Source: an optimization exercise on an open RTL-to-GDS flow (aim: a short achievable clock period and few clock cycles). Production flows keep margins and buffers that such runs may drop.
In this exercise RTL edits were held to simulation tests only and were not proved equivalent to the original.
Power and IR drop assume default switching activity.

## flow/run.sh

```bash
#!/bin/bash
# synth_recipe.tcl (not shown) runs the flow's synth.tcl, then flattens the netlist and writes it again
# the make line also repeats each setting of config.mk as NAME=value (left out here)
make -C /OpenROAD-flow-scripts/flow DESIGN_CONFIG=/design/flow/config.mk WORK_HOME=/design/flow/orfs CLKGATE_MAP_FILE= SYNTH_SCRIPT=/design/flow/synth_recipe.tcl finish
```

## flow/design.v

```verilog
`default_nettype none
package avr_pkg;
	typedef enum logic [4:0] {
		OP_NOP,
		OP_ADD,
		OP_ADC,
		OP_SUB,
		OP_SBC,
		OP_SUBI,
		OP_SBCI,
		OP_AND,
		OP_ANDI,
		OP_OR,
		OP_ORI,
		OP_EOR,
		OP_MOV,
		OP_LDI,
		OP_SWAP,
		OP_LSR,
		OP_CP,
		OP_CPI,
		OP_RJMP,
		OP_BRANCH,  
		OP_LOAD,    
		OP_STORE    
	} opcode_t;
	typedef enum logic [1:0] {
		PC_HOLD,
		PC_STEP,
		PC_REL
	} pc_sel_t;
	typedef enum logic {
		MS_ADDR,  
		MS_DATA   
	} mem_state_t;
endpackage
`default_nettype wire
`timescale 1ns/1ps
`default_nettype none
module avr_pfx_add #(
	parameter int W = 16
) (
	input  wire [W-1:0]  a,
	input  wire [W-1:0]  b,
	input  wire          cin,
	output logic [W-1:0] s,
	output logic [W:0]   c
);
	logic [W-1:0] g, p, gn, pn;
	always_comb begin
		g = a & b;
		p = a ^ b;
		for (int d = 1; d < W; d = d * 2) begin
			gn = g;
			pn = p;
			for (int i = d; i < W; i++) begin
				gn[i] = g[i] | (p[i] & g[i-d]);
				pn[i] = p[i] & p[i-d];
			end
			g = gn;
			p = pn;
		end
		c[0] = cin;
		for (int i = 0; i < W; i++)
			c[i+1] = g[i] | (p[i] & cin);
		s = a ^ b ^ c[W-1:0];
	end
endmodule
module avr_alu (
	input  wire [7:0]  a,
	input  wire [7:0]  b,
	input  wire        sub,
	input  wire        usec,
	input  wire        c_in,       
	input  wire        sel_add,
	input  wire        sel_and,
	input  wire        sel_or,
	input  wire        sel_eor,
	input  wire        sel_mov,
	input  wire        sel_movld,
	input  wire        sel_swap,
	input  wire        sel_lsr,
	input  wire [7:0]  ld_data,
	output logic [7:0] res,
	output logic [7:0] flags
);
	logic [7:0] bx, g, p, gn, pn;
	logic [8:0] c;
	logic [7:0] sum;
	logic       cin, fl_c, fl_h, fl_v, z_add;
	logic [7:0] zt;
	always_comb begin
		bx  = b ^ {8{sub}};
		cin = sub ^ (usec & c_in);
		g = a & bx;
		p = a ^ bx;
		for (int d = 1; d < 8; d = d * 2) begin
			gn = g;
			pn = p;
			for (int i = d; i < 8; i++) begin
				gn[i] = g[i] | (p[i] & g[i-d]);
				pn[i] = p[i] & p[i-d];
			end
			g = gn;
			p = pn;
		end
		c[0] = cin;
		for (int i = 0; i < 8; i++)
			c[i+1] = g[i] | (p[i] & cin);
		sum = a ^ bx ^ c[7:0];
		res = ({8{sel_add}}   & sum)
		    | ({8{sel_and}}   & (a & b))
		    | ({8{sel_or}}    & (a | b))
		    | ({8{sel_eor}}   & (a ^ b))
		    | ({8{sel_mov}}   & b)
		    | ({8{sel_movld}} & ld_data)
		    | ({8{sel_swap}}  & {a[3:0], a[7:4]})
		    | ({8{sel_lsr}}   & {1'b0, a[7:1]});
		fl_c = sel_lsr ? a[0] : (c[8] ^ sub);
		fl_h = c[4] ^ sub;
		fl_v = sel_lsr ? a[0]
		     : sel_add ? ((a[7] & bx[7] & ~sum[7]) | (~a[7] & ~bx[7] & sum[7]))
		     : 1'b0;
		flags = 8'd0;
		flags[0] = fl_c;
		zt = {a[6:0] | bx[6:0], cin};
		z_add = ((a ^ bx) == zt);
		flags[1] = (sel_add & z_add)
		                   | (sel_and & ((a & b) == 8'd0))
		                   | (sel_or  & ((a | b) == 8'd0))
		                   | (sel_eor & ((a ^ b) == 8'd0))
		                   | (sel_lsr & (a[7:1] == 7'd0));
		flags[2] = res[7];
		flags[3] = fl_v;
		flags[4] = res[7] ^ fl_v;
		flags[5] = fl_h;
	end
endmodule
module avr_target (
	input  wire [15:0]  pc1,
	input  wire [15:0]  inst,
	output logic [15:0] t_rjmp,
	output logic [15:0] t_br
);
	logic [7:0]  lr_s;
	logic [8:0]  lr_c;
	avr_pfx_add #(.W(8)) lr (.a(pc1[7:0]), .b(inst[7:0]), .cin(1'b0), .s(lr_s), .c(lr_c));
	logic [16:0][7:0] hr;    
	genvar j;
	generate
		for (j = 0; j < 17; j++) begin : g_hr
			avr_pfx_add #(.W(8)) a (.a(pc1[15:8]), .b(8'(j - 8)), .cin(1'b0), .s(hr[j]), .c());
		end
	endgenerate
	logic [3:0]  lb_s;
	logic [4:0]  lb_c;
	avr_pfx_add #(.W(4)) lb (.a(pc1[3:0]), .b(inst[6:3]), .cin(1'b0), .s(lb_s), .c(lb_c));
	logic [8:0][11:0] hb;    
	generate
		for (j = 0; j < 9; j++) begin : g_hb
			avr_pfx_add #(.W(12)) a (.a(pc1[15:4]), .b(12'(j - 4)), .cin(1'b0), .s(hb[j]), .c());
		end
	endgenerate
	logic [3:0] kr;
	logic [2:0] kb;
	logic [7:0]  hr0, hr1;
	logic [11:0] hb0, hb1;
	logic [15:0][7:0]  hra, hrb;
	logic [7:0][11:0]  hba, hbb;
	always_comb begin
		for (int i = 0; i < 16; i++) begin
			hra[i] = hr[i];
			hrb[i] = hr[i+1];
		end
		for (int i = 0; i < 8; i++) begin
			hba[i] = hb[i];
			hbb[i] = hb[i+1];
		end
		kr  = inst[11:8] ^ 4'b1000;    
		kb  = inst[9:7] ^ 3'b100;      
		hr0 = hra[kr];
		hr1 = hrb[kr];
		hb0 = hba[kb];
		hb1 = hbb[kb];
		t_rjmp = {lr_c[8] ? hr1 : hr0, lr_s};
		t_br   = {lb_c[4] ? hb1 : hb0, lb_s};
	end
endmodule
`default_nettype wire
`default_nettype none
module avr_mux2 #(
	parameter int W = 8
) (
	input  wire [W-1:0]  a,    
	input  wire [W-1:0]  b,
	input  wire          s,
	output logic [W-1:0] y
);
	assign y = s ? a : b;
endmodule
module avr_ptr_add (
	input  wire [15:0]  ptr,
	input  wire [5:0]   q,
	output logic [15:0] sum
);
	logic [7:0] lo, hi1;
	logic [8:0] lc;
	avr_pfx_add #(.W(8)) la (.a(ptr[7:0]),  .b({2'b00, q}), .cin(1'b0), .s(lo),  .c(lc));
	avr_pfx_add #(.W(8)) ha (.a(ptr[15:8]), .b(8'd0),       .cin(1'b1), .s(hi1), .c());
	assign sum = {lc[8] ? hi1 : ptr[15:8], lo};
endmodule
`default_nettype wire
`default_nettype none
module avr_dtarget (
	input  wire [15:0]  pc1,
	input  wire [15:0]  inst,
	output logic [15:0] t_rjmp,
	output logic [15:0] t_br
);
	logic [7:0] lr, lb, hr0, hr1, hp, hm;
	logic [8:0] lr_c, lb_c;
	avr_pfx_add #(.W(8)) alr (.a(pc1[7:0]), .b(inst[7:0]), .cin(1'b0), .s(lr), .c(lr_c));
	avr_pfx_add #(.W(8)) alb (.a(pc1[7:0]), .b({inst[9], inst[9:3]}), .cin(1'b0), .s(lb), .c(lb_c));
	avr_pfx_add #(.W(8)) ahr0 (.a(pc1[15:8]), .b({{4{inst[11]}}, inst[11:8]}), .cin(1'b0), .s(hr0), .c());
	avr_pfx_add #(.W(8)) ahr1 (.a(pc1[15:8]), .b({{4{inst[11]}}, inst[11:8]}), .cin(1'b1), .s(hr1), .c());
	avr_pfx_add #(.W(8)) ahp (.a(pc1[15:8]), .b(8'd0), .cin(1'b1), .s(hp), .c());
	avr_pfx_add #(.W(8)) ahm (.a(pc1[15:8]), .b(8'hFF), .cin(1'b0), .s(hm), .c());
	always_comb begin
		t_rjmp = {lr_c[8] ? hr1 : hr0, lr};
		case ({inst[9], lb_c[8]})
			2'b01:   t_br = {hp, lb};
			2'b10:   t_br = {hm, lb};
			default: t_br = {pc1[15:8], lb};
		endcase
	end
endmodule
`default_nettype wire
`timescale 1ns/1ps
`default_nettype none
module avr_core (
	input  wire                    CLK,
	input  wire                    RST,
	output logic [16-1:0] prog_addr,
	input  wire [16-1:0]  prog_data,
	output logic [16-1:0] data_addr,
	output logic [8-1:0] data_wdata,
	output logic                   data_we,
	input  wire [8-1:0]  data_rdata
);
	localparam int NB = 8;   
	logic [31:0][7:0] rf;
	logic [7:0]  sreg;
	logic [15:0] fpc;        
	logic [15:0] fpc_o;      
	logic        r_valid;    
	logic        r_bpred;    
	logic [15:0] r_pc;       
	logic [15:0] r_pc1;      
	logic [15:0] ir;         
	logic        d_valid;
	logic        d_bpred;
	logic [15:0] d_pc;
	logic [15:0] d_pc1;
	logic        e_wait;     
	logic        e_wa, e_wb; 
	logic        e_alu;      
	logic        e_ldi;      
	logic        e_l28, e_l29, e_l30, e_l31;    
	logic        e_ld;       
	logic        e_st;       
	logic [4:0]  e_dst;
	logic        e_ysel;     
	logic [5:0]  e_q;        
	logic [7:0]  e_fmask;    
	logic        e_sub, e_usec;
	logic        e_sel_add, e_sel_and, e_sel_or, e_sel_eor, e_sel_mov, e_sel_swap, e_sel_lsr;
	logic        e_movld;    
	logic [7:0]  e_a, e_b;
	logic        e_cf;       
	logic        e_chk;      
	logic        e_tk_d;     
	logic        e_bp;       
	logic [2:0]  e_bs;
	logic        e_bset;
	logic [15:0] e_tgt;      
	logic [15:0] e_pc, e_pc1;
	logic        w_ld;
	logic        w_res;      
	logic [7:0]  res_q;
	logic [4:0]  w_dst;
	logic [31:0] w_oh;       
	logic        w_p28, w_p29, w_p30, w_p31;
	logic [7:0]  w_val;      
	assign w_val = w_ld ? data_rdata : res_q;
	logic [15:0] daddr_q;
	logic [7:0]  dwdata_q;
	logic        dwe_q;
	logic [NB-1:0]       bt_v;
	logic [NB-1:0][15:0] bt_tag, bt_tgt;
	logic [NB-1:0][1:0]  bt_ctr;
	logic [2:0]          bt_ptr;
	assign prog_addr  = fpc_o;
	assign data_addr  = daddr_q;
	assign data_wdata = dwdata_q;
	assign data_we    = dwe_q;
	logic [7:0] alu_res, newf;
	logic       e_run;       
	assign e_run = ~e_wait;
	avr_alu alu0 (
		.a         (e_a),
		.b         (e_b),
		.sub       (e_sub),
		.usec      (e_usec),
		.c_in      (sreg[0]),
		.sel_add   (e_sel_add),
		.sel_and   (e_sel_and),
		.sel_or    (e_sel_or),
		.sel_eor   (e_sel_eor),
		.sel_mov   (e_sel_mov & ~e_movld),
		.sel_movld (e_movld),
		.sel_swap  (e_sel_swap),
		.sel_lsr   (e_sel_lsr),
		.ld_data   (data_rdata),
		.res       (alu_res),
		.flags     (newf)
	);
	logic        e_cond, e_taken, e_mis;
	logic [15:0] e_fix;
	assign e_cond  = (sreg[e_bs] == e_bset);
	assign e_taken = e_chk ? e_cond : e_tk_d;
	assign e_mis   = e_run & e_chk & (e_cond ^ e_bp);
	assign e_fix   = e_cond ? e_tgt : e_pc1;
	logic [15:0] inst;
	assign inst = ir;
	logic w_ld_n, w_res_n;    
	assign w_res_n  = ~RST & e_alu & e_run;
	assign w_ld_n   = ~RST & e_ld & e_run;
	logic dv;        
	assign dv = d_valid & ~e_mis & ~e_wait;
	logic i_rr, i_imm, i_ldi, i_swap, i_lsr, i_ld, i_st, i_rjmp, i_br;
	logic i_add, i_adc, i_sub, i_sbc, i_cp, i_and, i_eor, i_or, i_mov;
	logic i_cpi, i_sbci, i_subi, i_ori, i_andi;
	always_comb begin
		i_add  = inst[15:10] == 6'b000011;
		i_sbc  = inst[15:10] == 6'b000010;
		i_cp   = inst[15:10] == 6'b000101;
		i_sub  = inst[15:10] == 6'b000110;
		i_adc  = inst[15:10] == 6'b000111;
		i_and  = inst[15:10] == 6'b001000;
		i_eor  = inst[15:10] == 6'b001001;
		i_or   = inst[15:10] == 6'b001010;
		i_mov  = inst[15:10] == 6'b001011;
		i_cpi  = inst[15:12] == 4'h3;
		i_sbci = inst[15:12] == 4'h4;
		i_subi = inst[15:12] == 4'h5;
		i_ori  = inst[15:12] == 4'h6;
		i_andi = inst[15:12] == 4'h7;
		i_ldi  = inst[15:12] == 4'hE;
		i_swap = (inst[15:9] == 7'b1001010) && (inst[3:0] == 4'b0010);
		i_lsr  = (inst[15:9] == 7'b1001010) && (inst[3:0] == 4'b0110);
		i_ld   = (inst[15:14] == 2'b10) && !inst[12] && !inst[9];
		i_st   = (inst[15:14] == 2'b10) && !inst[12] && inst[9];
		i_rjmp = inst[15:12] == 4'hC;
		i_br   = inst[15:11] == 5'b11110;
		i_rr   = i_add | i_sbc | i_cp | i_sub | i_adc | i_and | i_eor | i_or | i_mov;
		i_imm  = i_cpi | i_sbci | i_subi | i_ori | i_andi;
	end
	logic [15:0] pd;
	assign pd = prog_data;
	logic p_imm, p_ldi, p_rr, p_mov, p_st, p_ld, p_swap, p_lsr, p_br, p_rjmp;
	always_comb begin
		p_rr   = (pd[15:11] == 5'b00001) | (pd[15:10] == 6'b000101) | (pd[15:11] == 5'b00011)
		       | (pd[15:12] == 4'b0010);
		p_mov  = pd[15:10] == 6'b001011;
		p_imm  = (pd[15:12] == 4'h3) | (pd[15:14] == 2'b01);
		p_ldi  = pd[15:12] == 4'hE;
		p_swap = (pd[15:9] == 7'b1001010) && (pd[3:0] == 4'b0010);
		p_lsr  = (pd[15:9] == 7'b1001010) && (pd[3:0] == 4'b0110);
		p_ld   = (pd[15:14] == 2'b10) && !pd[12] && !pd[9];
		p_st   = (pd[15:14] == 2'b10) && !pd[12] && pd[9];
		p_rjmp = pd[15:12] == 4'hC;
		p_br   = pd[15:11] == 5'b11110;
	end
	logic [4:0] p_ra, p_rb;
	logic       p_use_a, p_use_b_ld, p_use_ptr;
	assign p_ra       = {p_imm | p_ldi | pd[8], pd[7:4]};
	assign p_rb       = {pd[9], pd[3:0]};
	assign p_use_a    = (p_rr & ~p_mov) | p_imm | p_swap | p_lsr | p_st;
	assign p_use_b_ld = p_rr & ~p_mov;
	assign p_use_ptr  = p_ld | p_st;
	function automatic logic p_ptrhit(input logic [4:0] dst);
		p_ptrhit = (dst[4:2] == 3'b111) && (dst[1] == ~pd[3]);
	endfunction
	logic d_alu;    
	assign d_alu = (i_rr & ~i_cp) | i_sbci | i_subi | i_ori | i_andi | i_swap | i_lsr | i_ldi;
	logic [4:0] d_ra;
	logic [7:0] d_soh;
	logic       d_isbr, d_isrj;
	logic       q_hz, q_whz, q_wa, q_wb, q_fwa, q_fwb, q_elf, q_canres, q_wha, q_whb;
	logic        ra_hi;
	logic [4:0]  ra, rb;
	assign ra_hi = i_imm | i_ldi | inst[8];
	assign ra = {ra_hi, inst[7:4]};
	assign rb = {inst[9], inst[3:0]};
	logic use_a, use_b_ld, use_ptr;
	assign use_a    = (i_rr & ~i_mov) | i_imm | i_swap | i_lsr | i_st;
	assign use_b_ld = i_rr & ~i_mov;     
	assign use_ptr  = i_ld | i_st;
	logic       w_any;
	logic [7:0] ra_lo_v, ra_hi_v, ra_val, rb_val;
	assign w_any = w_ld | w_res;
	always_comb begin
		ra_lo_v = '0;
		ra_hi_v = '0;
		ra_val  = (w_ld && q_wha) ? data_rdata : (w_res && q_wha) ? res_q : rf[d_ra];
		rb_val  = (w_ld && q_whb) ? data_rdata : (w_res && q_whb) ? res_q : rf[rb];
	end
	function automatic logic [7:0] pbyte(input logic e_l, input logic w_p, input logic [7:0] r);
		pbyte = e_l ? e_b : ((w_p & w_res) ? res_q : r);
	endfunction
	logic [15:0] y_ptr, z_ptr, y_sum, z_sum, daddr_n;
	logic [5:0]  dq;
	assign y_ptr = {pbyte(e_l29, w_p29, rf[29]), pbyte(e_l28, w_p28, rf[28])};
	assign z_ptr = {pbyte(e_l31, w_p31, rf[31]), pbyte(e_l30, w_p30, rf[30])};
	assign dq    = {inst[13], inst[11:10], inst[2:0]};
	avr_ptr_add ya (.ptr(y_ptr), .q(dq), .sum(y_sum));
	avr_ptr_add za (.ptr(z_ptr), .q(dq), .sum(z_sum));
	assign daddr_n = inst[3] ? y_sum : z_sum;
	logic [7:0]  plo_e, phi_e, lo_e, hi_e1, lo_r, hr1;
	logic [8:0]  lo_e_c, lo_r_c;
	logic        lo_ld, hi_ld;
	logic [15:0] wait_addr;
	assign plo_e = e_ysel ? ((w_res & w_p28) ? res_q : rf[28]) : ((w_res & w_p30) ? res_q : rf[30]);
	assign phi_e = e_ysel ? ((w_res & w_p29) ? res_q : rf[29]) : ((w_res & w_p31) ? res_q : rf[31]);
	assign lo_ld = w_ld & (e_ysel ? w_p28 : w_p30);
	assign hi_ld = w_ld & (e_ysel ? w_p29 : w_p31);
	avr_pfx_add #(.W(8)) wle (.a(plo_e),      .b({2'b00, e_q}), .cin(1'b0), .s(lo_e),  .c(lo_e_c));
	avr_pfx_add #(.W(8)) whe (.a(phi_e),      .b(8'd0),         .cin(1'b1), .s(hi_e1), .c());
	avr_pfx_add #(.W(8)) wlr (.a(data_rdata), .b({2'b00, e_q}), .cin(1'b0), .s(lo_r),  .c(lo_r_c));
	avr_pfx_add #(.W(8)) whr (.a(data_rdata), .b(8'd0),         .cin(1'b1), .s(hr1),   .c());
	always_comb begin
		if (lo_ld)
			wait_addr = {lo_r_c[8] ? hi_e1 : phi_e, lo_r};
		else if (hi_ld)
			wait_addr = {lo_e_c[8] ? hr1 : data_rdata, lo_e};
		else
			wait_addr = {lo_e_c[8] ? hi_e1 : phi_e, lo_e};
	end
	logic [7:0] wait_sdata;
	assign wait_sdata = (w_any && w_dst == e_dst) ? w_val : rf[e_dst];
	logic hz_ld, hz_alu, stall, ptr_hit;
	logic wa, wb;
	assign ptr_hit = 1'b0;
	assign wa      = q_wa;
	assign wb      = q_wb;
	assign hz_ld   = q_hz | (w_ld & q_whz);
	assign hz_alu  = 1'b0;
	assign stall   = dv & hz_ld;
	logic fwd_a, fwd_b;
	assign fwd_a = q_fwa;
	assign fwd_b = q_fwb;
	logic [15:0] d_target, d_redir_addr;
	logic        can_res, cond_now, tk_d, d_redir;
	logic [15:0] r_trj, r_tbr, d_tgt_q;
	avr_dtarget rtg (.pc1(r_pc1), .inst(prog_data), .t_rjmp(r_trj), .t_br(r_tbr));
	assign d_target = d_tgt_q;
	assign can_res  = q_canres;
	assign cond_now = (|(sreg & d_soh)) == ~inst[10];
	assign tk_d     = d_isrj | (d_isbr & cond_now);
	assign d_redir  = dv & ((d_isrj | (d_isbr & can_res)) ? (tk_d ^ d_bpred) : (~d_isbr & d_bpred));
	assign d_redir_addr = tk_d ? d_target : d_pc1;
	logic [7:0] fmask;
	always_comb begin
		if (i_add | i_adc | i_sub | i_sbc | i_cp | i_cpi | i_sbci | i_subi)
			fmask = 8'b0011_1111;
		else if (i_and | i_eor | i_or | i_ori | i_andi)
			fmask = 8'b0001_1110;
		else if (i_lsr)
			fmask = 8'b0001_1111;
		else
			fmask = 8'b0000_0000;
	end
	logic [NB-1:0] bhit_v;
	logic          bhit;
	logic [15:0]   btgt;
	always_comb begin
		btgt = '0;
		for (int i = 0; i < NB; i++) begin
			bhit_v[i] = bt_v[i] & bt_ctr[i][1] & (bt_tag[i] == fpc);
			btgt = btgt | ({16{bhit_v[i]}} & bt_tgt[i]);
		end
		bhit = |bhit_v;
	end
	logic [15:0] fpc_inc, seqb;
	avr_pfx_add #(.W(16)) finc (.a(fpc), .b(16'd0), .cin(1'b1), .s(fpc_inc), .c());
	assign seqb = bhit ? btgt : fpc_inc;
	logic s_fix, s_seq, s_fall, s_dred;
	assign s_fix  = ~RST & e_mis;
	assign s_dred = ~RST & ~e_mis & d_redir;            
	assign s_fall = ~RST & ~e_mis & stall & ~d_redir;   
	assign s_seq  = ~RST & ~e_mis & ~stall & ~d_redir;
	logic [15:0] fpc_n;
	assign fpc_n = ({16{s_fix}} & e_fix) | ({16{s_seq}} & seqb) | ({16{s_fall}} & fpc)
	             | ({16{s_dred}} & d_redir_addr);
	always_ff @(posedge CLK) begin
		fpc <= fpc_n;
		if (RST) begin
			fpc_o   <= '0;
			r_valid <= 1'b0;    
			r_bpred <= 1'b0;
		end else begin
			fpc_o   <= fpc_n;
			r_valid <= s_seq;
			r_bpred <= s_seq & bhit;
		end
		r_pc  <= fpc;
		r_pc1 <= fpc_inc;
		if (RST || e_mis || d_redir) begin
			d_valid <= 1'b0;
		end else if (!e_wait) begin
			d_valid <= r_valid;
		end
		if (!e_wait) begin
			ir      <= prog_data;
			d_ra    <= p_ra;
			d_soh   <= 8'd1 << pd[2:0];
			d_isbr  <= p_br;
			d_isrj  <= p_rjmp;
			q_hz    <= dv & ((i_ld & ((p_use_a & (p_ra == ra)) | (p_use_b_ld & (p_rb == ra))
			                         | (p_use_ptr & p_ptrhit(ra))))
			               | (d_alu & ~i_ldi & ((p_st & (p_ra == ra)) | (p_use_ptr & p_ptrhit(ra)))));
			q_wa    <= dv & i_ld & p_use_a & (p_ra == ra);
			q_wb    <= dv & i_ld & p_use_b_ld & (p_rb == ra);
			q_fwa   <= dv & d_alu & (p_ra == ra);
			q_fwb   <= dv & d_alu & (p_rb == ra);
			q_elf   <= dv & i_ldi & (p_ra == ra);
			q_canres <= ~|((dv ? fmask : 8'd0) & (8'd1 << pd[2:0]));
			q_wha   <= (w_ld_n | w_res_n) & (p_ra == e_dst);
			q_whb   <= (w_ld_n | w_res_n) & (p_rb == e_dst);
			q_whz   <= w_ld_n & p_use_ptr & p_ptrhit(e_dst);
			d_tgt_q <= prog_data[13] ? r_tbr : r_trj;    
			d_bpred <= r_bpred;
			d_pc    <= r_pc;
			d_pc1   <= r_pc1;
		end
	end
	always_ff @(posedge CLK) begin
		if (RST) begin
			e_wait  <= 1'b0;
			e_alu   <= 1'b0;
			e_ldi   <= 1'b0;
			e_l28   <= 1'b0;
			e_l29   <= 1'b0;
			e_l30   <= 1'b0;
			e_l31   <= 1'b0;
			e_ld    <= 1'b0;
			e_st    <= 1'b0;
			e_fmask <= '0;
			e_cf    <= 1'b0;
			e_chk   <= 1'b0;
			e_bp    <= 1'b0;
			w_ld    <= 1'b0;
			w_res   <= 1'b0;
			dwe_q   <= 1'b0;
		end else if (e_wait) begin
			e_wait  <= 1'b0;
			w_ld    <= 1'b0;
			w_res   <= 1'b0;
			dwe_q   <= e_st;
		end else begin
			e_wait  <= stall;
			e_alu   <= dv & ((i_rr & ~i_cp) | i_sbci | i_subi | i_ori | i_andi | i_swap | i_lsr | i_ldi);
			e_ldi   <= dv & i_ldi;
			e_l28   <= dv & i_ldi & (ra == 5'd28);
			e_l29   <= dv & i_ldi & (ra == 5'd29);
			e_l30   <= dv & i_ldi & (ra == 5'd30);
			e_l31   <= dv & i_ldi & (ra == 5'd31);
			e_ld    <= dv & i_ld;
			e_st    <= dv & i_st;
			e_fmask <= dv ? fmask : 8'd0;
			e_cf    <= dv & (i_rjmp | i_br);
			e_chk   <= dv & i_br & ~can_res;
			e_bp    <= dv & d_bpred;
			w_ld    <= w_ld_n;
			w_res   <= w_res_n;
			dwe_q   <= dv & i_st & ~stall;
		end
	end
	logic [7:0] ea_other, eb_other, ea_n, eb_n;
	logic       ea_fwd, eb_fwd;
	assign ea_fwd   = ~e_wait & fwd_a;
	assign eb_fwd   = ~e_wait & ~(i_imm | i_ldi) & fwd_b;
	assign ea_other = e_wait ? (e_wa ? data_rdata : e_a) : ra_val;
	assign eb_other = e_wait ? (e_wb ? data_rdata : e_b) : ((i_imm | i_ldi) ? {inst[11:8], inst[3:0]} : rb_val);
	avr_mux2 #(.W(8)) ma (.a(alu_res), .b(ea_other), .s(ea_fwd), .y(ea_n));
	avr_mux2 #(.W(8)) mb (.a(alu_res), .b(eb_other), .s(eb_fwd), .y(eb_n));
	always_ff @(posedge CLK) begin
		e_a <= ea_n;
		e_b <= eb_n;
		if (e_wait) begin
			daddr_q  <= wait_addr;
			dwdata_q <= wait_sdata;
		end else begin
			e_wa       <= wa;
			e_wb       <= wb;
			e_dst      <= ra;
			e_ysel     <= inst[3];
			e_q        <= dq;
			e_sub      <= i_sub | i_sbc | i_cp | i_cpi | i_sbci | i_subi;
			e_usec     <= i_adc | i_sbc | i_sbci;
			e_sel_add  <= i_add | i_adc | i_sub | i_sbc | i_cp | i_cpi | i_sbci | i_subi;
			e_sel_and  <= i_and | i_andi;
			e_sel_or   <= i_or | i_ori;
			e_sel_eor  <= i_eor;
			e_sel_mov  <= i_mov | i_ldi;
			e_movld    <= i_mov & e_ld & (e_dst == rb);
			e_sel_swap <= i_swap;
			e_sel_lsr  <= i_lsr;
			e_bs       <= inst[2:0];
			e_bset     <= ~inst[10];
			e_tgt      <= d_target;
			e_tk_d     <= tk_d;
			e_pc       <= d_pc;
			e_pc1      <= d_pc1;
			daddr_q    <= daddr_n;
			dwdata_q   <= q_elf ? e_b : ra_val;
		end
		w_dst <= e_dst;
		res_q <= alu_res;
		for (int i = 0; i < 32; i++)
			w_oh[i] <= (w_ld_n | w_res_n) & (e_dst == 5'(i));
		w_p28 <= (w_ld_n | w_res_n) & (e_dst == 5'd28);
		w_p29 <= (w_ld_n | w_res_n) & (e_dst == 5'd29);
		w_p30 <= (w_ld_n | w_res_n) & (e_dst == 5'd30);
		w_p31 <= (w_ld_n | w_res_n) & (e_dst == 5'd31);
	end
	logic          u_tk;
	logic [NB-1:0] u_match, d_match;
	always_comb
		for (int i = 0; i < NB; i++)
			d_match[i] = bt_v[i] & (bt_tag[i] == d_pc);
	always_ff @(posedge CLK)
		if (!e_wait) u_match <= d_match;
	assign u_tk = e_taken;
	always_ff @(posedge CLK) begin
		if (RST) begin
			bt_v   <= '0;
			bt_ptr <= '0;
		end else if (e_cf & e_run) begin
			if (|u_match) begin
				for (int i = 0; i < NB; i++)
					if (u_match[i]) begin
						if (u_tk && bt_ctr[i] != 2'b11)
							bt_ctr[i] <= bt_ctr[i] + 2'd1;
						else if (!u_tk && bt_ctr[i] != 2'b00)
							bt_ctr[i] <= bt_ctr[i] - 2'd1;
					end
			end else if (u_tk) begin
				bt_v[bt_ptr]   <= 1'b1;
				bt_tag[bt_ptr] <= e_pc;
				bt_tgt[bt_ptr] <= e_tgt;
				bt_ctr[bt_ptr] <= 2'b10;
				bt_ptr         <= bt_ptr + 3'd1;
			end
		end
	end
	always_ff @(posedge CLK) begin
		if (RST)
			sreg <= '0;
		else if (e_run)
			sreg <= (sreg & ~e_fmask) | (newf & e_fmask);
	end
	always_ff @(posedge CLK) begin
		for (int i = 0; i < 32; i++) begin
			if (RST)
				rf[i] <= '0;
			else if (w_oh[i])
				rf[i] <= w_val;
		end
	end
endmodule
`default_nettype wire
```

## flow/constraint.sdc

```tcl
create_clock -name core_clock -period 7.5 [get_ports {CLK}]
set_input_delay 1.5000 -clock core_clock [delete_from_list [all_inputs] [get_ports {CLK}]]
set_output_delay 1.5000 -clock core_clock [all_outputs]
set_load 0.01 [all_outputs]
```

## flow/config.mk

```make
export PLATFORM = sky130hd
export DESIGN_NAME = avr_core
export DESIGN_NICKNAME = avr_core
export VERILOG_FILES = /design/flow/design.v
export SDC_FILE = /design/flow/constraint.sdc
export NUM_CORES = 4
export LEC_CHECK = 0
export CAP_MARGIN = 20
export CORE_MARGIN = 2
export CORE_UTILIZATION = 40
export SETUP_SLACK_MARGIN = 5
export SLEW_MARGIN = 20
export SYNTH_HIERARCHICAL = 1
export SYNTH_MINIMUM_KEEP_SIZE = 0
export TNS_END_PERCENT = 10
```

==> impl_results.md, run 1 <==
* Max-Slew Margin vs Limit at 32.4%
* Layout filler cell count at 11800
* Fmax at 328 MHz
* Final-report hold violation count at 0
* LEAKAGE at 23.6 nW
* Crit path DAT at 3.65 ns
* Gate power share at between 20% and 30%
* Sequential share of power at 39.1%
* Hold Buf Count CTS at 0
* WL/cell at 26.7 µm
* Crit path time final at 3.05 ns
* Area delta synth->final at 20.3%
* Crit Reg-Reg Startpoint: w_res$_SDFF_PP0_
* Clock-pin slew on the worst setup and hold paths at 0.07 ns
* Grt ovf at 0
* Antenna-violating nets left at 0
* Final Util at 48.6%
* Reg area at about 22000 µm²
* Cells along the critical path: buf_12 > nand2_8 > mux2i_2 > mux2i_1 > ha_1 > a21oi_1 > o21bai_1 > and2_1 > a211o_4 > mux2_4 > mux2i_4 > o21ai_0
* Post-DR vias/cell at 6.16
* Largest net degree at the start of global routing at 195
* Final std cells w/o fill at 7004
* Skew-Pair Late Insertion Delay at ~0.73 ns
* Most common cell after layout, fill and taps aside: edfxtp_1
* Avg Synthesized Cell Area at approximately 11 µm²
* I/O pins at 67
* Cell count after synthesis at 4967
* Final hold slack at approximately 0.40 ns
* TritonCTS buffer count at 97
* Synth warnings at 11
* Cell-internal power at 10.6 mW
* Slew at the pin with the worst max-slew slack at 1.01 ns
* Commonest cells after routing, fill and taps aside: 438 x edfxtp_1, 421 x dfxtp_1, 411 x nor2_1
* Initial antenna violation count at 5
* Vias post-DR at 43100
* Die Span X at 368 µm
* Max capacitance violation total at 0
* Crit Path Category: reg -> reg
* 1st-iter DRT viols at 5166
* Reg2Reg Depth at 12
* Worst hold-check path type: reg -> reg
* RSZ-0062 raised after global routing: yes
* Initial core utilization at 40.4%
* Fin nets at about 5400
* Placed Cells at 6573
* WL final at 187000 µm
* Crit path launch type: flip-flop
* Core area at 132000 µm²
* Die area at ~140000 µm²
* Worst EP required at 8.10 ns
* Slowest CP cell: dfxtp_4
* Switching part of the total at 34.0%
* Crit path capture type: flip-flop
* Cell depth of the worst setup path at 12
* Clock H-tree levels at 3
* VDD IR max at 227 µV
* Max Slew Vio Count at 0
* Largest delay contributor family on the critical path: multiplexers
* Final instance area at 64000 µm²
* Fin crit share at 40.7%
* Worst Setup EP: daddr_q[14]$_DFF_P_
* Area occupied by multi-input gates at 31000 µm²
* Power Density at roughly 250 nW/µm²
* Reg2reg end: daddr_q[14]$_DFF_P_
* Clock share of power at 32.0%
* Sw power at 5.45 mW
* Die Ht at between 300 and 400 µm
* Final Wtd Congestion at a little over 0.9
* Flop2flop setup slack at 4.45 ns
* Detailed-router iteration count before antenna repair at 6
* Setup Total Neg Slack at 0 ns
* Share of cells above drive strength 1 at 22.4%
* Clock Skew at 0.0435 ns
* Number of remaining DRC errors at 0
* Sink Count at 880
* Clk buf depth at 3
* Worst Hold Depth at 0
* Row cnt at 133
* First-pass GRT wire length at roughly 270000 µm
* CTS root buf: clkbuf_16
* Port buffer count at between 60 and 70
* Total track usage at 25.9%
* CP bufs+invs at 1
* Post-Syn Area at 53100 µm²
* TritonCTS clock tree: built
* Status: complete, no violations
* HPWL after detailed placement at 115000 µm
* Final setup fails at 0
* Number of global-route vias before repair at 40300
* CP max stage delay at roughly 0.43 ns
* Critical Path Source: w_res$_SDFF_PP0_
* Crit path max fanout at 8
* Placed instance area at roughly 55000 µm²
==> routing by layer <==
layer	vias to the layer above	global-route usage, %	wire (µm)	share of wire, %
met5	-	0	27	0.014
li1	19100	-	-	-
met1	21100	35.2	75200	40
met4	4	9.84	9380	5.0
met2	2375	41.2	84800	45
met3	510	4.54	17400	9.3
==> per-stage QoR <==
stage               setup slack [ns]  power, mW
global placement                2.72       10.1
CTS                             4.49       15.4
global route                    4.33       16.7
floorplan                       1.47       8.86
detailed placement              2.65       10.2
finish                          4.45       16.1
==> repair_timing <==
| item | CTS | global route |
|---|---|---|
| endpoints found under the setup margin | 1015 | 797 |
| setup buffers | 74 | 122 |
| gates resized for setup | 335 | 336 |
| pin swaps | 26 | 65 |
| cloned | 30 | 19 |
==> how the worst min path moves through the flow <==
| stage | start | endpoint | slack [ns] |
|---|---|---|---|
| floorplan | e_dst[1]$_DFFE_PN_ | w_dst[1]$_DFF_P_ | 0.34 |
| global placement | r_pc[10]$_DFF_P_ | d_pc[10]$_DFFE_PN_ | 0.39 |
| detailed placement | r_pc[9]$_DFF_P_ | d_pc[9]$_DFFE_PN_ | 0.39 |
| CTS | r_pc[13]$_DFF_P_ | d_pc[13]$_DFFE_PN_ | 0.39 |
| global route | r_pc[13]$_DFF_P_ | d_pc[13]$_DFFE_PN_ | 0.40 |
| finish | r_pc[9]$_DFF_P_ | d_pc[9]$_DFFE_PN_ | 0.40 |
==> sequential cells by signal, summed over array words and instances (netlist names), 8 cells and up, named ones only <==
signal and cells:
fpc 16, r_pc 16, r_pc1 16, bt_tgt 128, e_pc1 16, d_pc1 16, res_q 8, d_pc 16
e_b 8, u_match 8, e_pc 16, ir 12, d_tgt_q 16, bt_tag 128, fpc_o 16, dwdata_q 8
bt_v 8, w_oh 32, e_tgt 16, e_a 8, bt_ctr 16, rf 256, daddr_q 16
==> layout make-up <==
cell class | count | share of cell area, %
multi-input cells | 3641 | 48.5
flip-flops and latches | 880 | 34.5
repair buffers | 383 | 7.27
clock buffers | 126 | 4.32
well taps | 1755 | 3.43
clock inverters | 57 | 1.02
inverters | 161 | 0.974
diodes | 1 | 0.00391
==> power groups by stage <==
stage	logic (mW)	registers, mW	clock network [mW]
6_report	4.64	6.27	5.15
5_1_grt	5.00	6.31	5.38
4_1_cts	3.97	6.27	5.19
3_5_place_dp	3.83	6.36	0
3_3_place_gp	3.80	6.34	0
2_1_floorplan	2.97	5.90	0
Testbench counts, summed over its fixed seeds: cycles 48,337.
==> inputs of run 2 (changes only) <==
--- a/flow/design.v
+++ b/flow/design.v
@@ -461,9 +461,26 @@
 	assign fwd_b = q_fwb;
 	logic [15:0] d_target, d_redir_addr;
 	logic        can_res, cond_now, tk_d, d_redir;
-	logic [15:0] r_trj, r_tbr, d_tgt_q;
-	avr_dtarget rtg (.pc1(r_pc1), .inst(prog_data), .t_rjmp(r_trj), .t_br(r_tbr));
-	assign d_target = d_tgt_q;
+	logic [7:0] r_lr, r_lb, r_hr0, r_hr1, r_hp, r_hm;
+	logic [8:0] r_lr_c, r_lb_c;
+	avr_pfx_add #(.W(8)) tlr  (.a(r_pc1[7:0]),  .b(pd[7:0]),                   .cin(1'b0), .s(r_lr),  .c(r_lr_c));
+	avr_pfx_add #(.W(8)) tlb  (.a(r_pc1[7:0]),  .b({pd[9], pd[9:3]}),          .cin(1'b0), .s(r_lb),  .c(r_lb_c));
+	avr_pfx_add #(.W(8)) thr0 (.a(r_pc1[15:8]), .b({{4{pd[11]}}, pd[11:8]}),   .cin(1'b0), .s(r_hr0), .c());
+	avr_pfx_add #(.W(8)) thr1 (.a(r_pc1[15:8]), .b({{4{pd[11]}}, pd[11:8]}),   .cin(1'b1), .s(r_hr1), .c());
+	avr_pfx_add #(.W(8)) thp  (.a(r_pc1[15:8]), .b(8'd0),                      .cin(1'b1), .s(r_hp),  .c());
+	avr_pfx_add #(.W(8)) thm  (.a(r_pc1[15:8]), .b(8'hFF),                     .cin(1'b0), .s(r_hm),  .c());
+	logic [7:0] t_lo, t_h0, t_h1, t_hm, t_hz;
+	logic       t_c, t_isbr, t_neg;
+	always_comb begin
+		if (!t_isbr)
+			d_target = {t_c ? t_h1 : t_h0, t_lo};
+		else if (t_c && !t_neg)
+			d_target = {t_h1, t_lo};
+		else if (!t_c && t_neg)
+			d_target = {t_hm, t_lo};
+		else
+			d_target = {t_hz, t_lo};
+	end
 	assign can_res  = q_canres;
 	assign cond_now = (|(sreg & d_soh)) == ~inst[10];
 	assign tk_d     = d_isrj | (d_isbr & cond_now);
@@ -538,7 +555,14 @@
 			q_wha   <= (w_ld_n | w_res_n) & (p_ra == e_dst);
 			q_whb   <= (w_ld_n | w_res_n) & (p_rb == e_dst);
 			q_whz   <= w_ld_n & p_use_ptr & p_ptrhit(e_dst);
-			d_tgt_q <= prog_data[13] ? r_tbr : r_trj;    
+			t_isbr  <= pd[13];    
+			t_lo    <= pd[13] ? r_lb : r_lr;
+			t_c     <= pd[13] ? r_lb_c[8] : r_lr_c[8];
+			t_neg   <= pd[9];
+			t_h0    <= r_hr0;
+			t_h1    <= pd[13] ? r_hp : r_hr1;
+			t_hm    <= r_hm;
+			t_hz    <= r_pc1[15:8];
 			d_bpred <= r_bpred;
 			d_pc    <= r_pc;
 			d_pc1   <= r_pc1;
==> run 2 against run 1 <==
Compared with the run above: synthesized cell count is 2.1% higher; die area is 1.6% higher; hold slack hardly changed; critical path depth is 3 lower; largest power group unchanged; sequential share of layout area is 0.51 points higher; critical path type unchanged; combinational power is 14% lower; power is 3.8% lower; maximum frequency is 0.29% lower; final cell count is 1.5% higher; clock skew hardly changed; via count is 1.4% higher.
==> impl_results.md, run 2 <==
* Die Span X at 371 µm
* Crit path time final at around 3.1 ns
* Share of cells above drive strength 1 at 22.0%
* Crit Path Category: reg -> reg
* Initial core utilization at 40.4%
* Largest delay contributor family on the critical path: multiplexers
* Final Util at 48.2%
* CP max stage delay at 0.51 ns
* Clock Skew at 0.0431 ns
* Core area at 134000 µm²
* WL final at 187000 µm
* Max capacitance violation total at 0
* Final setup fails at 0
* 1st-iter DRT viols at 4769
* Avg Synthesized Cell Area at 10.6 µm²
* Area delta synth->final at 19.4%
* Placed instance area at approximately 57000 µm²
* Worst hold-check path type: reg -> reg
* Power Density at 240 nW/µm²
* WL/cell at 26.3 µm
* Max Slew Vio Count at 0
* Initial antenna violation count at 9
* Status: complete, no violations
* Worst slack, placed at 2.98 ns
* Die area at 138000 µm²
* Sink Count at 897
* Skew-Pair Late Insertion Delay at between 0.7 and 0.8 ns
* Final-report hold violation count at 0
* Largest net degree at the start of global routing at 96
* Vias post-DR at 43700
* Synth warnings at 10
* TritonCTS clock tree: built
* Tot Pwr at 15.4 mW
* Max-Slew Margin vs Limit at about 28%
* Antenna-violating nets left at 0
* Commonest cells after routing, fill and taps aside: 455 x edfxtp_1, 417 x dfxtp_1, 406 x nor2_1
* Clock H-tree levels at 3
* VDD IR max at between 150 and 200 µV
* Final std cells w/o fill at 7107
* Slew at the pin with the worst max-slew slack at 1.07 ns
* Cell count after synthesis at 5071
* Clk buf depth at 3
* Top flop regs: rf (256), bt_tag (128), bt_tgt (128)
* Fmax at 327 MHz
* Layout filler cell count at 12100
* TritonCTS buffer count at 97
* Crit path DAT at 3.64 ns
* Fin nets at roughly 5500
* Fin crit share at 40.8%
* Cells along the critical path: buf_6 > buf_12 > clkbuf_16 > mux4_2 > mux4_2 > mux2i_2 > a221oi_1 > a221o_1 > mux2_4
* Detailed-router iteration count before antenna repair at 8
* Clock-pin slew on the worst setup and hold paths at 0.06 ns
* Reg with most FFs: rf
* HPWL after detailed placement at 119000 µm
* Final hold slack at 0.403 ns
* Min setup slack post-route at about 4.4 ns
* Hold Buf Count CTS at 0
* Number of remaining DRC errors at 0
* Final instance area at 64500 µm²
* Port buffer count at 66
* Crit path top cell by count: mux4_2
* Number of global-route vias before repair at 41900
* Grt ovf at 0
* Setup Total Neg Slack at 0 ns
* Post-DR vias/cell at 6.16
* Crit path max fanout at 6
* Worst EP required at 8.08 ns
* First-pass GRT wire length at 272000 µm
* I/O pins at between 60 and 70
* Placed Cells at 6710
* Total track usage at 26.1%
* CP bufs+invs at 3
* LEAKAGE at 23.3 nW
* Slowest CP cell: mux4_2
* CTS root buf: clkbuf_16
* RSZ-0062 raised after global routing: yes
* Row cnt at 134
* Die Ht at 371 µm
* Final Wtd Congestion at between 0.9 and 1
* Crit path launch type: flip-flop
* Post-Syn Area at between 50000 and 60000 µm²
* Crit path capture type: flip-flop
* Max FFs per register at 256
* Most common cell after layout, fill and taps aside: edfxtp_1
==> run 2: final cells by class <==
class | instances | area (µm²) | area share (%)
Sequential cell | 897 | 22600 | 35.0
Clock buffer | 145 | 2850 | 4.41
Clock inverter | 38 | 422 | 0.654
Timing Repair Buffer | 362 | 4110 | 6.38
Multi-Input combinational cell | 3727 | 31700 | 49.1
Antenna cell | 2 | 5.00 | 0.00776
Tap cell | 1768 | 2210 | 3.43
Inverter | 168 | 642 | 0.995
==> run 2: report_power, final <==
| group | switching [mW] | total (mW) | internal (mW) | leakage (nW) |
|---|---|---|---|---|
| Combinational | 2.29 | 3.99 | 1.70 | 13.6 |
| Clock | 2.12 | 4.99 | 2.87 | 1.59 |
| Sequential | 0.682 | 6.46 | 5.78 | 8.07 |
==> run 2: path summary, 6_finish.rpt <==
| path | start | endpoint | slack, ns | cells after the start |
|---|---|---|---|---|
| setup / recovery | ir[0]$_DFFE_PN_ | e_b[6]$_DFF_P_ | 4.44 | 9 |
| hold reg to reg | r_pc[8]$_DFF_P_ | d_pc[8]$_DFFE_PN_ | 0.40 | 0 |
| setup reg to reg | ir[0]$_DFFE_PN_ | e_b[6]$_DFF_P_ | 4.44 | 9 |
| hold / removal | r_pc[8]$_DFF_P_ | d_pc[8]$_DFFE_PN_ | 0.40 | 0 |
==> run 2: repair_timing <==
item | CTS | global route
cloned | 28 | 16
pin swaps | 85 | 53
endpoints found under the setup margin | 861 | 827
resized for setup | 426 | 177
setup buffers | 103 | 65
==> run 2: layer usage <==
metal  share of wire [%]  global-route usage [%]  up-vias
li1                    -                       -    19400
met1                  40                    34.8    21600
met2                  46                    41.6     2213
met3                 9.8                    5.27      480
met4                 4.6                    10.6       12
met5               0.041                       0        -
Testbench counts of run 2, summed over its fixed seeds: cycles 48,337.
==> inputs of run 3 (changes only) <==
--- a/flow/design.v
+++ b/flow/design.v
@@ -247,7 +247,7 @@
 	output logic                   data_we,
 	input  wire [8-1:0]  data_rdata
 );
-	localparam int NB = 8;   
+	localparam int NB = 16;  
 	logic [31:0][7:0] rf;
 	logic [7:0]  sreg;
 	logic [15:0] fpc;        
@@ -298,7 +298,7 @@
 	logic [NB-1:0]       bt_v;
 	logic [NB-1:0][15:0] bt_tag, bt_tgt;
 	logic [NB-1:0][1:0]  bt_ctr;
-	logic [2:0]          bt_ptr;
+	logic [3:0]          bt_ptr;
 	assign prog_addr  = fpc_o;
 	assign data_addr  = daddr_q;
 	assign data_wdata = dwdata_q;
@@ -684,7 +684,7 @@
 				bt_tag[bt_ptr] <= e_pc;
 				bt_tgt[bt_ptr] <= e_tgt;
 				bt_ctr[bt_ptr] <= 2'b10;
-				bt_ptr         <= bt_ptr + 3'd1;
+				bt_ptr         <= bt_ptr + 4'd1;
 			end
 		end
 	end
==> run 3 against run 2 <==
Compared with the run above: still clean on timing, DRC and antenna; power is 37% higher; synthesized area is 29% higher; register-to-register slack worse by 0.04 ns; global-route usage is 0.87 points higher; die area is 29% higher; largest power group unchanged.
==> impl_results.md, run 3 <==
* Initial antenna violation count at 6
* Final hold slack at 0.401 ns
* Die area at 177000 µm²
* Port buffer count at between 60 and 70
* Top flop regs: bt_tag (256), bt_tgt (256), rf (256)
* Clock Skew at ~0.055 ns
* Grt ovf at 0
* Switching part of the total at 34.9%
* Cells along the critical path: buf_12 > buf_12 > buf_6 > xnor2_2 > nand4_1 > or4_4 > nor4_4 > buf_4 > buf_12 > nor4_4 > nand4_1 > buf_6 > or3_4 > o221ai_1
* Flop2flop setup slack at 4.40 ns
* Sink Count at 1186
* Worst EP required at 8.16 ns
* Die Span X at 421 µm
* TritonCTS buffer count at 136
* CP bufs+invs at 6
* 1st-iter DRT viols at 7261
* Max Slew Vio Count at 0
* WL/cell at 29.1 µm
* Power Density at between 200 and 300 nW/µm²
* Most common cell after layout, fill and taps aside: edfxtp_1
* Post-Syn Area at slightly below 70000 µm²
* Avg Synthesized Cell Area at 11.5 µm²
* Initial core utilization at 40.2%
* Crit path launch type: flip-flop
* Sequential share of power at roughly 39%
* Largest delay contributor family on the critical path: simple AND/OR/NAND/NOR gates
* Crit path DAT at roughly 3.8 ns
* Worst slack, placed at 3.04 ns
* Vias post-DR at around 56000
* CP max stage delay at 0.44 ns
* TritonCTS clock tree: built
* Crit path max fanout at 8
* Fmax at roughly 320 MHz
* Max-Slew Margin vs Limit at 32.4%
* Final Wtd Congestion at 0.903
* Crit Path Category: reg -> reg
* Crit path capture type: flip-flop
* Status: complete, no violations
* Cell-internal power at roughly 14 mW
* Die Ht at 421 µm
* CTS root buf: clkbuf_16
* Total track usage at 27.0%
* Commonest cells after routing, fill and taps aside: 735 x edfxtp_1, 435 x xnor2_1, 432 x a22o_1
* Max capacitance violation total at 0
* Share of cells above drive strength 1 at 24.7%
* HPWL after detailed placement at roughly 150000 µm
* GRT met1 Usage at 35.1%
* First-pass GRT wire length at 359000 µm
* RSZ-0062 raised after global routing: yes
* Clock share of power at 30.8%
* Grt met3 use at between 5 and 6%
* Area delta synth->final at 21.6%
* Fin crit share at between 40% and 50%
* Crit path top cell by count: buf_12
* Gate power share at 29.9%
* Final std cells w/o fill at 8850
* Cell count after synthesis at 6070
* Reg2Reg Depth at 14
* Final Util at 48.8%
* Row cnt at ~150
* I/O pins at between 60 and 70
* Number of global-route vias before repair at ~52000
* Post-DR vias/cell at roughly 6.3
* Placed Cells at 8190
* Antenna-violating nets left at 0
* WL final at 258000 µm
* Hold path start: r_pc[7]$_DFF_P_
* Hold EP: d_pc[7]$_DFFE_PN_
* Min setup slack post-route at 4.40 ns
* Core area at 173000 µm²
* Slowest CP cell: or4_4
* Sw power at around 7.4 mW
* Detailed-router iteration count before antenna repair at 6
* Reg2reg end: fpc[2]$_DFF_P_
* Crit path time final at 3.10 ns
* Final setup fails at 0
* LEAKAGE at 30.0 nW
* GR met2 Demand/Resource at 42.6%
* Clock H-tree levels at 4
* VDD IR max at roughly 220 µV
* Clock-pin slew on the worst setup and hold paths at 0.06 ns
* Largest net degree at the start of global routing at 163
* Worst Hold Depth at 0
* Worst hold-check path type: reg -> reg
* Slew at the pin with the worst max-slew slack at 1.01 ns
* Synth warnings at 10
* Number of remaining DRC errors at 0
* Fin nets at 6621
* Clk buf depth at 3
* Final-report hold violation count at 0
* Crit Reg-Reg Startpoint: fpc[2]$_DFF_P_
* Skew-Pair Late Insertion Delay at 0.81 ns
* GRT busiest layer: met2
run 3: through the flow:
| stage | power [mW] | cell area (µm²) | TNS, ns |
|---|---|---|---|
| finish | 21.2 | 84600 | 0 |
| global placement | 13.5 | 72500 | 0 |
| floorplan | 11.6 | 70000 | -1220.20 |
| detailed placement | 13.6 | 72600 | 0 |
| global route | 21.8 | 84600 | 0 |
| CTS | 20.3 | 80400 | 0 |
run 3: final cells by class:
class / instances / area [µm²]
Sequential cell: 1186 / 31200
Clock inverter: 58 / 500
Inverter: 169 / 642
Fill cell: 15200 / 88700
Clock buffer: 187 / 3780
Tap cell: 2325 / 2910
Antenna cell: 5 / 12.5
Multi-Input combinational cell: 4303 / 37700
Timing Repair Buffer: 617 / 7800
run 3: how the worst max path moves through the flow:
stage	to	cells after the start	slack, ns	start
floorplan	bt_tag[0]$_DFFE_PP_	4	-2.38	RST
CTS	daddr_q[15]$_DFF_P_	11	4.46	w_res$_SDFF_PP0_
finish	fpc[2]$_DFF_P_	14	4.40	fpc[2]$_DFF_P_
detailed placement	daddr_q[13]$_DFF_P_	10	3.04	data_rdata[5]
global placement	fpc[1]$_DFF_P_	10	3.04	fpc[6]$_DFF_P_
global route	daddr_q[15]$_DFF_P_	12	4.33	w_res$_SDFF_PP0_
run 3: repair_timing:
action / 4_1_cts / 5_1_grt
resized for setup: 366 / 378
hold buffers: 0 / 0
pin swaps: 31 / 84
setup buffers: 107 / 214
hold endpoints to repair: 0 / 0
setup endpoints to repair: 1541 / 1472
cloned: 51 / 35
run 3: power by group through the flow:
stage	registers (mW)	clock network, mW	logic [mW]
4_1_cts	8.29	6.59	5.40
3_5_place_dp	8.44	0	5.14
5_1_grt	8.37	6.84	6.61
3_3_place_gp	8.43	0	5.07
2_1_floorplan	7.87	0	3.78
6_report	8.33	6.55	6.34
run 3: routing by layer:
metal  vias to the layer above  wire length, µm
li1                      23900                -
met4                         2            15700
met5                         -               52
met2                      3503           117000
met3                       821            27800
met1                     27800            97300
Testbench counts of run 3, summed over its fixed seeds: cycles 48,209.
==> inputs of run 4 (changes only) <==
--- a/flow/design.v
+++ b/flow/design.v
@@ -247,7 +247,7 @@
 	output logic                   data_we,
 	input  wire [8-1:0]  data_rdata
 );
-	localparam int NB = 16;  
+	localparam int NB = 8;   
 	logic [31:0][7:0] rf;
 	logic [7:0]  sreg;
 	logic [15:0] fpc;        
@@ -298,7 +298,7 @@
 	logic [NB-1:0]       bt_v;
 	logic [NB-1:0][15:0] bt_tag, bt_tgt;
 	logic [NB-1:0][1:0]  bt_ctr;
-	logic [3:0]          bt_ptr;
+	logic [2:0]          bt_ptr;
 	assign prog_addr  = fpc_o;
 	assign data_addr  = daddr_q;
 	assign data_wdata = dwdata_q;
@@ -684,7 +684,7 @@
 				bt_tag[bt_ptr] <= e_pc;
 				bt_tgt[bt_ptr] <= e_tgt;
 				bt_ctr[bt_ptr] <= 2'b10;
-				bt_ptr         <= bt_ptr + 4'd1;
+				bt_ptr         <= bt_ptr + 3'd1;
 			end
 		end
 	end
==> flow/flow/run.sh (new file) <==
#!/bin/bash
# The standard layout, except that cell sizing may swap a cell for one of a
# different footprint (MATCH_CELL_FOOTPRINT=0), so the port buffers and other
# delay cells the flow places can be sized up on critical paths.
set -euo pipefail
bash standard.sh MATCH_CELL_FOOTPRINT=0 finish > orfs_make.log 2>&1
==> flow/standard.sh (new file) <==
#!/bin/bash
# synth_recipe.tcl (not shown) runs the flow's synth.tcl, then flattens the netlist and writes it again
# the make line also repeats each setting of config.mk as NAME=value (left out here)
make -C /OpenROAD-flow-scripts/flow DESIGN_CONFIG=/design/flow/config.mk WORK_HOME=/design/flow/orfs CLKGATE_MAP_FILE= SYNTH_SCRIPT=/design/flow/synth_recipe.tcl "${@:-finish}"
removed: flow/run.sh
==> run 4 against run 3 <==
Compared with the run above: clock power down 24%; count of clock-buffer cells in the layout decreased by 52; synthesized cell count down 16%; clock skew decreased by 0.019 ns; non-clock buffer count decreased by 282; hold slack better by 0.0011 ns; setup slack improved by 0.014 ns; final area is 24% lower; global-route usage shrank 1.2 points; sequential power down 22%; utilization shrank 1.1 points; maximum frequency grew 0.44%; critical path type unchanged.
==> impl_results.md, run 4 <==
* Commonest cells after routing, fill and taps aside: 455 x edfxtp_1, 418 x dfxtp_1, 407 x nor2_1
* Clk buf depth at 3
* Max Slew Vio Count at 0
* Met2 routed WL at 85200 µm
* Crit path DAT at 3.67 ns
* Grt ovf at 0
* Clock H-tree levels at 3
* Cell count after synthesis at 5071
* HPWL after detailed placement at 118000 µm
* Antenna-violating nets left at 0
* I/O pins at 67
* Crit path max fanout at 18
* Setup Total Neg Slack at 0 ns
* Area delta synth->final at 18.3%
* Final Util at between 40% and 50%
* Worst EP required at 8.08 ns
* Met1 Wirelength at 75200 µm
* Fin crit share at 41.2%
* Max FFs per register at 256
* Met3 wire len at 16900 µm
* Fmax at 324 MHz
* Largest net degree at the start of global routing at between 90 and 100
* Vias post-DR at 43400
* Clock-pin slew on the worst setup and hold paths at 0.06 ns
* Power Density at 241 nW/µm²
* RSZ-0062 raised after global routing: yes
* Most common cell after layout, fill and taps aside: edfxtp_1
* Crit Path Category: reg -> reg
* Skew-Pair Late Insertion Delay at 0.72 ns
* Placed instance area at 56600 µm²
* Status: complete, no violations
* Post-Syn Area at 54000 µm²
* Avg Synthesized Cell Area at 10.6 µm²
* Row cnt at 134
* Synth warnings at 10
* Die Ht at 371 µm
* Top flop regs: rf (256), bt_tag (128), bt_tgt (128)
* Layout filler cell count at 12100
* Crit path launch type: flip-flop
* VDD IR max at 203 µV
* Final setup fails at 0
* Core area at between 100000 and 150000 µm²
* Reg with most FFs: rf
* LEAKAGE at 23.5 nW
* Crit path capture type: flip-flop
* TritonCTS buffer count at 97
* Clock Skew at roughly 0.036 ns
* Final instance area at 63900 µm²
* Die Span X at roughly 370 µm
* Number of global-route vias before repair at 41200
* Die area at 138000 µm²
* 1st-iter DRT viols at 4725
* Slew at the pin with the worst max-slew slack at 1.02 ns
* Final-report hold violation count at 0
* Max-Slew Margin vs Limit at 32.1%
* Highest metal used: met5
* WL/cell at 26.2 µm
* Post-DR vias/cell at 6.12
* Detailed-router iteration count before antenna repair at 8
* First-pass GRT wire length at 269000 µm
* Sink Count at 897
* Initial core utilization at 40.4%
* Number of remaining DRC errors at 0
* WL final at 185000 µm
* CTS root buf: clkbuf_16
* Initial antenna violation count at 12
* Final Wtd Congestion at a little over 0.9
* Port buffer count at 66
* Max capacitance violation total at 0
* TritonCTS clock tree: built
* Worst hold-check path type: reg -> reg
* Share of cells above drive strength 1 at 21.0%
* Fin nets at 5434
* Crit path time final at 3.09 ns
* Total track usage at ~26%
run 4: worst paths after layout:
kind	from	endpoint	slack, ns	cells after the start
setup / recovery	ir[0]$_DFFE_PN_	e_b[2]$_DFF_P_	4.41	8
hold / removal	r_pc[11]$_DFF_P_	d_pc[11]$_DFFE_PN_	0.40	0
setup reg to reg	ir[0]$_DFFE_PN_	e_b[2]$_DFF_P_	4.41	8
hold reg to reg	r_pc[11]$_DFF_P_	d_pc[11]$_DFFE_PN_	0.40	0
run 4: metrics by stage:
step | total power, mW | std cells | setup slack (ns) | hold WS (ns)
finish | 15.4 | 7079 | 4.41 | 0.402
detailed placement | 10.2 | 6713 | 2.94 | 0.389
global route | 16.0 | 7075 | 4.34 | 0.408
CTS | 15.2 | 6985 | 4.44 | 0.402
floorplan | 8.93 | 5175 | 1.45 | 0.343
global placement | 10.1 | 6713 | 3.05 | 0.386
run 4: repair_timing:
| item | in CTS | in global routing |
|---|---|---|
| pin swaps | 43 | 62 |
| hold buffers | 0 | 0 |
| buffers inserted | 69 | 77 |
| resized for setup | 326 | 204 |
| setup endpoints to repair | 835 | 762 |
| gates cloned | 22 | 13 |
run 4: routing by layer:
metal	vias up	GRT usage [%]
li1	19400	-
met1	21500	34.4
met2	2082	40.9
met3	427	5.30
met4	12	10.1
met5	-	0
run 4: final cells by class:
class,instances,area [µm²],area share (%)
Sequential cell,897,22600,35.3
Multi-Input combinational cell,3726,31500,49.2
Tap cell,1768,2210,3.46
Antenna cell,4,10.0,0.0157
Clock buffer,135,2790,4.36
Clock inverter,46,455,0.713
Timing Repair Buffer,335,3770,5.89
Inverter,168,642,1.00
run 4: power breakdown:
group | total [mW] | switching, mW | internal, mW
registers | 6.47 | 0.683 | 5.78
logic | 3.94 | 2.25 | 1.69
clock network | 4.96 | 2.15 | 2.81
run 4: critical path: stages (launching register included):
cell and delay [ns]:
edfxtp_1 0.38, buf_12 0.15, clkbuf_16 0.22, mux4_2 0.53
mux4_2 0.56, mux2i_2 0.37, a221oi_1 0.14, a221o_1 0.30
mux2_4 0.27
Testbench counts of run 4, summed over its fixed seeds: cycles 48,337.

-- separate check: timing with driven ports --
Ports are ideal in the flow. The routed layouts listed here were re-timed in OpenROAD.
Step 1: set_driving_cell puts a clkbuf_16 on CLK and a buf_2 on each other input, an assumption about the parent block.
Step 2 times the ports against the registers' clock, not the clock port: input delays grow and output delays shrink by t, the midpoint of the rising clock arrivals with the driver on.
Slacks: ideal / step 1 / step 2; pairs: ideal / step 1.
| run | t (ns) | setup WS [ns] | worst hold slack (ns) | slew at the worst register clock pin (ns) |
|---|---|---|---|---|
| run 1 | 0.802 | 4.451 / 4.451 / 3.742 | 0.403 / 0.403 / 0.403 | 0.07 / 0.07 |
| run 2 | 0.785 | 4.442 / 4.442 / 3.720 | 0.403 / 0.403 / 0.403 | 0.07 / 0.07 |
| run 3 | 0.873 | 4.399 / 4.399 / 3.700 | 0.401 / 0.401 / 0.401 | 0.07 / 0.07 |
| run 4 | 0.781 | 4.412 / 4.412 / 3.631 | 0.402 / 0.402 / 0.402 | 0.07 / 0.07 |
After both steps setup and hold are still met in every run listed. The setup slack of run 4, which loses most, moves by 0.000 ns with the drivers and by -0.781 ns with both steps.
